From an optimization exercise on the open Yosys and OpenROAD flow, aimed at small area; shortcuts taken in it are not production practice. Only simulation tests tie the RTL to the original design; equivalence was not proved. Power and IR drop assume default switching activity.

==> trial 79: inputs <==
## reg_file_mp
module reg_file_mp
#(
  parameter int DATA_W = reg_file_pkg::DATA_W_DEF,
  parameter int ADDR_W = reg_file_pkg::ADDR_W_DEF,
  parameter int NUM_RD = 2,
  parameter bit BYPASS = 1'b1
) (
  input  logic                     clk,
  input  logic                     rst_n,
  input  logic [NUM_RD*ADDR_W-1:0] rd_addr,
  output logic [NUM_RD*DATA_W-1:0] rd_data,
  output logic [NUM_RD-1:0]        rd_busy,
  output logic                     hazard,
  input  logic                     wr_en,
  input  logic [ADDR_W-1:0]        wr_addr,
  input  logic [DATA_W-1:0]        wr_data,
  input  logic                     iss_en,
  input  logic [ADDR_W-1:0]        iss_addr,
  output logic [ADDR_W:0]          pend_cnt
);
  localparam int DEPTH = 2**ADDR_W;
  localparam int NRD   = (NUM_RD < reg_file_pkg::NUM_RD_MAX) ? NUM_RD : reg_file_pkg::NUM_RD_MAX;
  logic [DEPTH-1:0]  w_pend;
  logic [DEPTH-1:0]  w_wr_hit;
  logic [DEPTH-1:0]  w_iss_hit;
  logic [DATA_W-1:0] w_wdata;
  logic [DEPTH-1:0]  w_bits [DATA_W];
  for (genvar gi = 0; gi < DEPTH; gi++) begin : g_dec
    assign w_wr_hit[gi]  = wr_en  && (wr_addr  == ADDR_W'(gi));
    assign w_iss_hit[gi] = iss_en && (iss_addr == ADDR_W'(gi));
  end
  assign w_wdata = wr_data & {DATA_W{rst_n}};
  for (genvar gi = 1; gi < DEPTH; gi++) begin : g_mem
    logic [DATA_W-1:0] r_q;
    always_ff @(posedge clk) begin
      if (!rst_n || w_wr_hit[gi]) r_q <= w_wdata;
    end
    for (genvar gb = 0; gb < DATA_W; gb++) begin : g_t
      assign w_bits[gb][gi] = r_q[gb];
    end
  end
  for (genvar gb = 0; gb < DATA_W; gb++) begin : g_z
    assign w_bits[gb][0] = 1'b0;
  end
  reg_scoreboard #(
    .ADDR_W (ADDR_W)
  ) u_sb (
    .clk        (clk),
  ...
Settings: LEC_CHECK=0, CAP_MARGIN=5, CORE_MARGIN=2, CORE_UTILIZATION=65, CTS_BUF_LIST=sky130_fd_sc_hd__clkbuf_16, CTS_CLUSTER_DIAMETER=60, CTS_CLUSTER_SIZE=30, SLEW_MARGIN=5, SYNTH_HIERARCHICAL=1; clock period 6.0 ns.
standard.sh (not shown) runs the stock make flow with config.mk's settings and CLKGATE_MAP_FILE= SYNTH_SCRIPT=/design/flow/synth_recipe.tcl, a recipe that flattens the netlist after the stock synthesis.
==> flow/flow/run.sh <==
#!/bin/bash
# Standard layout (the standard.sh: standard synthesis, ORFS floorplan to
# finish) with one change: the port buffers are buf_2 cells instead of the
# slow clkdlybuf4s50_1 that buffer_ports picks by default.
set -euo pipefail
bash standard.sh "BUFFER_PORTS_ARGS=-buffer_cell sky130_fd_sc_hd__buf_2" finish > standard.log 2>&1
==> build 39: changes against trial 79 <==
==> flow/design.v (replaced) <==
package reg_file_pkg;
  localparam int DATA_W_DEF = 32;
  localparam int ADDR_W_DEF = 5;
  localparam int NUM_RD_MAX = 4;
  function automatic integer cnt_width(input integer n);
    cnt_width = $clog2(n + 1);
  endfunction
endpackage
module reg_scoreboard
#(
  parameter int ADDR_W = reg_file_pkg::ADDR_W_DEF
) (
  input  logic                       clk,
  input  logic                       rst_n,
  input  logic [(2**ADDR_W)-1:0]     i_set_hit,    
  input  logic [(2**ADDR_W)-1:0]     i_keep,       
  input  logic [(2**ADDR_W)-1:0]     i_wen,        
  input  logic                       i_set_any,    
  input  logic                       i_same,       
  output logic [(2**ADDR_W)-1:0]     o_pending,
  output logic [ADDR_W:0]            o_pend_cnt
);
  localparam int DEPTH = 2**ADDR_W;
  localparam int CNT_W = reg_file_pkg::cnt_width(DEPTH);
  logic [DEPTH-1:1] r_pend;
  logic [CNT_W-1:0] r_cnt;
  logic             w_set_pend;    
  logic             w_clr_pend;    
  logic             w_do_clr;
  logic             w_do_set;
  rf_ao_tree #(.N(DEPTH-1)) u_set_pend (
    .i_d (r_pend),
    .i_s (i_set_hit[DEPTH-1:1]),
    .o_y (w_set_pend)
  );
  rf_ao_tree #(.N(DEPTH-1)) u_clr_pend (
    .i_d (r_pend),
    .i_s (i_wen[DEPTH-1:1]),
    .o_y (w_clr_pend)
  );
  assign w_do_set = i_set_any && !w_set_pend;
  assign w_do_clr = w_clr_pend && !i_same;
  always_ff @(posedge clk) begin
    r_pend <= i_set_hit[DEPTH-1:1] | (r_pend & i_keep[DEPTH-1:1]);
  end
  always_ff @(posedge clk) begin
    if (!rst_n) r_cnt <= '0;
    else        r_cnt <= r_cnt + CNT_W'(w_do_set) - CNT_W'(w_do_clr);
  end
  assign o_pending  = {r_pend, 1'b0};
  assign o_pend_cnt = r_cnt;
endmodule
module reg_file_mp
#(
  parameter int DATA_W = reg_file_pkg::DATA_W_DEF,
  parameter int ADDR_W = reg_file_pkg::ADDR_W_DEF,
  parameter int NUM_RD = 2,
  parameter bit BYPASS = 1'b1
) (
  input  logic                     clk,
  input  logic                     rst_n,
  input  logic [NUM_RD*ADDR_W-1:0] rd_addr,
  output logic [NUM_RD*DATA_W-1:0] rd_data,
  output logic [NUM_RD-1:0]        rd_busy,
  output logic                     hazard,
  input  logic                     wr_en,
  input  logic [ADDR_W-1:0]        wr_addr,
  input  logic [DATA_W-1:0]        wr_data,
  input  logic                     iss_en,
  input  logic [ADDR_W-1:0]        iss_addr,
  output logic [ADDR_W:0]          pend_cnt
);
  localparam int DEPTH = 2**ADDR_W;
  localparam int NRD   = (NUM_RD < reg_file_pkg::NUM_RD_MAX) ? NUM_RD : reg_file_pkg::NUM_RD_MAX;
  logic [DEPTH-1:0]  w_pend;
  logic [DEPTH-1:0]  w_wr_hit;
  logic [DEPTH-1:0]  w_iss_hit;
  logic [DATA_W-1:0] w_wdata;
  logic [DEPTH-1:0]  w_bits [DATA_W];
  for (genvar gi = 0; gi < DEPTH; gi++) begin : g_dec
    assign w_wr_hit[gi]  = wr_en  && (wr_addr  == ADDR_W'(gi));
    assign w_iss_hit[gi] = rst_n && iss_en && (iss_addr == ADDR_W'(gi));
  end
  logic [DEPTH-1:0]  w_keep;
  logic [DEPTH-1:0]  w_wen;
  assign w_keep = {DEPTH{rst_n}} & ~w_wr_hit;
  assign w_wen  = ~w_keep;
  assign w_wdata = wr_data & {DATA_W{rst_n}};
  for (genvar gi = 1; gi < DEPTH; gi++) begin : g_mem
    logic [DATA_W-1:0] r_q;
    always_ff @(posedge clk) begin
      if (w_wen[gi]) r_q <= w_wdata;
    end
    for (genvar gb = 0; gb < DATA_W; gb++) begin : g_t
      assign w_bits[gb][gi] = r_q[gb];
    end
  end
  for (genvar gb = 0; gb < DATA_W; gb++) begin : g_z
    assign w_bits[gb][0] = 1'b0;
  end
  reg_scoreboard #(
    .ADDR_W (ADDR_W)
  ) u_sb (
    .clk        (clk),
    .rst_n      (rst_n),
    .i_set_hit  (w_iss_hit),
    .i_keep     (w_keep),
    .i_wen      (w_wen),
    .i_set_any  (rst_n && iss_en && (iss_addr != '0)),
    .i_same     (iss_en && wr_en && (iss_addr == wr_addr)),
    .o_pending  (w_pend),
    .o_pend_cnt (pend_cnt)
  );
  localparam int NBG = (((DEPTH-1) / 3) + ((DEPTH-1) % 3) + 3) / 4;
  logic [NBG-1:0] w_busy_grp [NRD];
  for (genvar gp = 0; gp < NRD; gp++) begin : g_rd
    logic [ADDR_W-1:0] w_ra;
    logic              w_fwd;
    logic [DEPTH-1:0]  w_sel;
    assign w_ra  = rd_addr[gp*ADDR_W +: ADDR_W];
    assign w_fwd = BYPASS && rst_n && wr_en && (wr_addr == w_ra) && (w_ra != '0);
    assign w_sel[0] = w_fwd;
    for (genvar gi = 1; gi < DEPTH; gi++) begin : g_sel
      assign w_sel[gi] = w_keep[gi] && (w_ra == ADDR_W'(gi));
    end
    for (genvar gb = 0; gb < DATA_W; gb++) begin : g_bit
      rf_ao_tree #(.N(DEPTH)) u_ao (
        .i_d   ({w_bits[gb][DEPTH-1:1], wr_data[gb]}),
        .i_s   (w_sel),
        .o_g   (),
        .o_y   (rd_data[gp*DATA_W + gb])
      );
    end
    rf_ao_tree #(.N(DEPTH-1), .NO(NBG)) u_busy (
      .i_d   (w_pend[DEPTH-1:1]),
      .i_s   (w_sel[DEPTH-1:1]),
      .o_g   (w_busy_grp[gp]),
      .o_y   (rd_busy[gp])
    );
  end
  always_comb begin
    hazard = 1'b0;
    for (int p = 0; p < NRD; p++) hazard = hazard | (|w_busy_grp[p]);
  end
endmodule
module rf_ao_tree
#(
  parameter int N  = 32,
  parameter int NO = ((N / 3) + (N % 3) + 3) / 4
) (
  input  logic [N-1:0]  i_d,
  input  logic [N-1:0]  i_s,
  output logic [NO-1:0] o_g,    
  output logic          o_y
);
  localparam int NG = N / 3;
  localparam int NR = N - 3*NG;
  localparam int NA = NG + NR;
  logic [NA-1:0] w_n;
  for (genvar gg = 0; gg < NG; gg++) begin : g_grp
    rf_aoi222 u_g (
      .a1(i_d[3*gg]),   .a2(i_s[3*gg]),
      .b1(i_d[3*gg+1]), .b2(i_s[3*gg+1]),
      .c1(i_d[3*gg+2]), .c2(i_s[3*gg+2]),
      .y (w_n[gg]));
  end
  for (genvar gr = 0; gr < NR; gr++) begin : g_r
    rf_nand2 u_r (.a(i_d[3*NG+gr]), .b(i_s[3*NG+gr]), .y(w_n[NG+gr]));
  end
  for (genvar go = 0; go < NO; go++) begin : g_out
    localparam int LO = 4*go;
    localparam int NI = (NA - LO < 4) ? NA - LO : 4;
    if (NI == 4) begin : g_4
      rf_nand4 u_n (.a(w_n[LO]), .b(w_n[LO+1]), .c(w_n[LO+2]), .d(w_n[LO+3]), .y(o_g[go]));
    end else if (NI == 3) begin : g_3
      rf_nand3 u_n (.a(w_n[LO]), .b(w_n[LO+1]), .c(w_n[LO+2]), .y(o_g[go]));
    end else if (NI == 2) begin : g_2
      rf_nand2 u_n (.a(w_n[LO]), .b(w_n[LO+1]), .y(o_g[go]));
    end else begin : g_1
      assign o_g[go] = ~w_n[LO];
    end
  end
  if (NO == 3) begin : g_or3
    rf_or3 u_o (.a(o_g[0]), .b(o_g[1]), .c(o_g[2]), .y(o_y));
  end else begin : g_or
    assign o_y = |o_g;
  end
endmodule
module rf_aoi222 (
  input  logic a1, a2, b1, b2, c1, c2,
  output logic y
);
  assign y = ~((a1 & a2) | (b1 & b2) | (c1 & c2));
endmodule
module rf_nand2 (
  input  logic a, b,
  output logic y
);
  assign y = ~(a & b);
endmodule
module rf_nand3 (
  input  logic a, b, c,
  output logic y
);
  assign y = ~(a & b & c);
endmodule
module rf_nand4 (
  input  logic a, b, c, d,
  output logic y
);
  assign y = ~(a & b & c & d);
endmodule
module rf_or3 (
  input  logic a, b, c,
  output logic y
);
  assign y = a | b | c;
endmodule
==> flow/flow/run.sh (replaced) <==
#!/bin/bash
# Standard layout (the standard.sh: the standard synthesis, then ORFS
# floorplan to finish) with two changes:
#  - the port buffers are buf_2 cells instead of the slow clkdlybuf4s50_1
#    that buffer_ports picks by default;
#  - clock tree synthesis clusters up to 30 flip-flops within 60 um per
#    clkbuf_16 and adds no dummy loads.
# All tool output goes to standard.log here and to the ORFS logs under orfs/.
set -euo pipefail
bash standard.sh \
  "BUFFER_PORTS_ARGS=-buffer_cell sky130_fd_sc_hd__buf_2" \
  "CTS_ARGS=-sink_clustering_enable -repair_clock_nets -sink_clustering_size 30 -sink_clustering_max_diameter 60 -buf_list sky130_fd_sc_hd__clkbuf_16 -dont_use_dummy_load" \
  finish > standard.log 2>&1
SETUP_SLACK_MARGIN = 0.3   (was default)
==> results.txt <==
quantity	trial 79	build 39
Synthesized area	42200 sq um	42200 sq um
Multi-input gates	1492	1488
Antenna violations before repair	12	9
Aggregate routed wire length	163000 um	152000 um
Reg power frac	60.5%	64.3%
Worst-path maximum fanout	22	33
Result of the run	finished with violations	finished clean
Violated checks	negative setup slack	-
Global-route track usage on met1	59.6%	58.9%
Power density normalized to cell area	309 nW/um^2	296 nW/um^2
Area taken by multi-input logic gates	12000 sq um	12000 sq um
Share of final layout cell area taken by clock buffers and inverters	4.39%	3.00%
Final non-clock buffer share	3.73%	3.34%
GRT met3 Usage	16.6%	12.6%
Met1 layer wirelength in the final routing	47100 um	47800 um
Layout area overhead	12.9%	10.4%
Share of the final layout cell area in multi-input gates	25.2%	25.7%
Final core utilization	74.0%	72.5%
Clock-pin slew of the registers on the worst-case setup and hold paths	90 ps	50 ps
Vias in the first global route	32800	31300
Total Negative Setup Slacks	-53.3 ps	0 ps

## what the ideal ports hide
The results above use ideal ports. As a check the final layouts listed here were re-extracted and re-timed, cells and wires unchanged.
Step 1 sets driving cells, clkbuf_16 on the clock port and buf_2 on the other inputs (assumed; they add their load-dependent delay and slew).
Step 2 moves the port delays by t, midway between the first and last clock arrival at a register: inputs arrive t later, outputs are due t later. That takes back most of the time a late clock gives input paths.
a / b / c = ideal ports / drivers / drivers and shift; a / b = the first two.
run | t, ns | setup WS [ns] | slew at the worst register clock pin (ns) | worst data-port slew with drivers (ns)
trial 79 | 0.731 | -0.053 / -0.093 / -0.093 | 0.11 / 0.11 | 0.12
build 39 | 0.703 | 0.340 / 0.319 / 0.319 | 0.11 / 0.11 | 0.05
For trial 79, which loses most, drivers alone change the setup slack by -0.040 ns; drivers and shift together by -0.040 ns.
